What follows belongs to an exercise in optimizing a design on an open flow for a short achievable clock period and few clock cycles per item; a production flow would make more cautious choices.
Only simulation tests tie the RTL to the original design; equivalence was not proved.
Power and IR drop assume default switching activity.

## cpuTop
module cpuTop (
	input  logic                   clock,
	input  logic                   arstN,
	input  logic [32-1:0] instrData,
	input  logic                   instrValid,
	output logic                   instrReady,
	output logic [32-1:0] outData,
	output logic                   outValid,
	input  logic                   outReady
);
	localparam int H = cpuCtrlPkg::HALF;
	localparam int W = 32;
	logic accept;
	logic            pRR, pImm, pLdi, pOut, pSub, pAnd, pOr;
	logic [4-1:0] pa, pb, pc, pbSel;
	logic            pZeroA, pUseB;
	cpuIsaPkg::wordT ir;
	logic            vD;
	logic            isRR, isImm, isOut, isSub, isAnd, isOr;
	logic            zeroA, useB;
	logic [16-1:0] selA, selB, dstOH;
	logic            h1A, h1B, h2A, h2B, h3A, h3B;
	cpuIsaPkg::wordT immExt;
	cpuIsaPkg::wordT rdA, rdB;
	logic            wrD, addT;
	cpuIsaPkg::wordT aNext, bNext;
	logic [H-1:0]    aL1, bL1;
	logic [W-H-1:0]  aH1, bH1;
	logic            f1A1, f1B1, h2A1, h2B1, sub1;
	logic            sNN1, sZB1, sAZ1, sAnZ1, sZZa1, sZZs1, sAnd1, sOr1;
	logic            wen1, out1;
	logic [4-1:0] dst1;
	logic [16-1:0] dstOH1;
	logic [H-1:0]    bOutL, resL;
	logic            coutL;
	logic [H-1:0]    zL;
	logic [W-H-1:0]  aH2, bH2;
	logic            c16;
	logic            f1A2, f1B2;
	logic            sNN2, sZB2, sAZ2, sAnZ2, sZZa2, sZZs2, sAnd2, sOr2;
	logic            wen2, out2;
	logic [4-1:0] dst2;
  ...
Size in the first run: ~1,000 flip-flops, ~70 I/O pins.
clock: 8.5 ns
lec_check: 0
cap_margin: 20
core_margin: 2
core_utilization: 45
cts_cluster_diameter: 80
cts_cluster_size: 25
place_density: 0.65
slew_margin: 20
standard.sh (not shown) runs the stock make flow with config.mk's settings and CLKGATE_MAP_FILE= SYNTH_SCRIPT=/design/flow/synth_recipe.tcl, a recipe that flattens the netlist after the stock synthesis.
==> flow/flow/run.sh <==
#!/bin/bash
# The standard layout, with timing repair aimed at a 2.7 ns clock (a
# setup margin of 5.8 ns on the design's 8.5 ns period) instead of the
# period itself. The make output goes to make.log in the work folder; each
# ORFS step keeps its own log under orfs/logs.
set -euo pipefail
bash standard.sh SETUP_SLACK_MARGIN=5.8 finish > make.log 2>&1
Testbench counts at the start, summed over its fixed seeds: cycles 16,032, instrs 16,000.
Then changed:
--- a/flow/config.mk
+++ b/flow/config.mk
@@ -9,6 +9,6 @@
 export CORE_MARGIN = 2
-export CORE_UTILIZATION = 45
+export CORE_UTILIZATION = 55
 export CTS_CLUSTER_DIAMETER = 80
 export CTS_CLUSTER_SIZE = 25
-export PLACE_DENSITY = 0.65
+export PLACE_DENSITY = 0.75
 export SLEW_MARGIN = 20
=>
- The new run finished with timing, DRC and antenna clean
- combinational power rises by about 2%
- sequential share of layout area is higher by 0.21 points
- hold slack is about the same
- final area went down by 0.36%
- wire length falls by 3.1%
- worst setup slack is better by 0.069 ns

---

Starting RTL as in the previous note.
==> flow/config.mk <==
export PLATFORM = sky130hd
export DESIGN_NAME = cpuTop
export DESIGN_NICKNAME = cpuTop
export VERILOG_FILES = /design/flow/design.v
export SDC_FILE = /design/flow/constraint.sdc
export NUM_CORES = 4
export LEC_CHECK = 0
export CAP_MARGIN = 20
export CORE_MARGIN = 2
export CORE_UTILIZATION = 35
export CTS_CLUSTER_DIAMETER = 80
export CTS_CLUSTER_SIZE = 25
export SLEW_MARGIN = 20
==> flow/constraint.sdc <==
create_clock -name core_clock -period 8.5 [get_ports {clock}]
set_input_delay 1.7000 -clock core_clock [delete_from_list [all_inputs] [get_ports {clock}]]
set_output_delay 1.7000 -clock core_clock [all_outputs]
set_load 0.01 [all_outputs]
Scripts as last shown in full above: flow/flow/run.sh
The baseline completed without violations.
Testbench counts at the start, summed over its fixed seeds: cycles 16,032, instrs 16,000.
Then changed:
==> flow/run.sh (new file) <==
#!/bin/bash
# synth_recipe.tcl (not shown) runs the flow's synth.tcl, then flattens the netlist and writes it again
# the make line also repeats each setting of config.mk as NAME=value (left out here)
make -C /OpenROAD-flow-scripts/flow DESIGN_CONFIG=/design/flow/config.mk WORK_HOME=/design/flow/orfs CLKGATE_MAP_FILE= SYNTH_SCRIPT=/design/flow/synth_recipe.tcl finish
- SETUP_SLACK_MARGIN: default -> 5
removed: flow/flow/run.sh
removed: flow/standard.sh
Setup slack got worse by 520 ps.
Sequential share of layout area goes up by 1.5 points.
Routed wire length goes down by a few percent.
First-iteration DRC count goes up by a little under a tenth.
Core utilization goes down by 1.5 points.
Count of clock-buffer cells in the layout goes up by 7.

==> separate check: timing with driven ports <==
Ports are ideal in the flow. The routed layouts listed here were re-timed in OpenROAD. Step 1, drivers: a clkbuf_16 drives clock and a buf_2 each remaining input, both assumed. Step 2 times the ports against the registers' clock, not the clock port: input delays grow and output delays shrink by t, the midpoint of the rising clock arrivals with the driver on. a / b / c = ideal / step 1 / step 2; a / b = the first two.
| run | t (ns) | slack for setup (ns) | hold WS [ns] | latest minus earliest clock arrival (ns) | pins driven straight from the clock port |
|---|---|---|---|---|---|
| the first run of note 1 | 0.744 | 5.546 / 5.470 / 5.181 | 0.347 / 0.347 / 0.347 | 0.041 / 0.041 | 1 |
| the second run of note 1 | 0.722 | 5.614 / 5.546 / 5.115 | 0.345 / 0.345 / 0.345 | 0.047 / 0.047 | 1 |
| the first run of note 2 | 0.758 | 5.605 / 5.528 / 5.148 | 0.347 / 0.347 / 0.347 | 0.063 / 0.063 | 1 |
| the second run of note 2 | 0.754 | 5.088 / 5.009 / 4.393 | 0.345 / 0.345 / 0.345 | 0.038 / 0.039 | 1 |
After both steps every run listed still meets setup and hold. For the second run of note 2, which loses most, drivers alone change the setup slack by -0.079 ns; drivers and shift together by -0.695 ns.
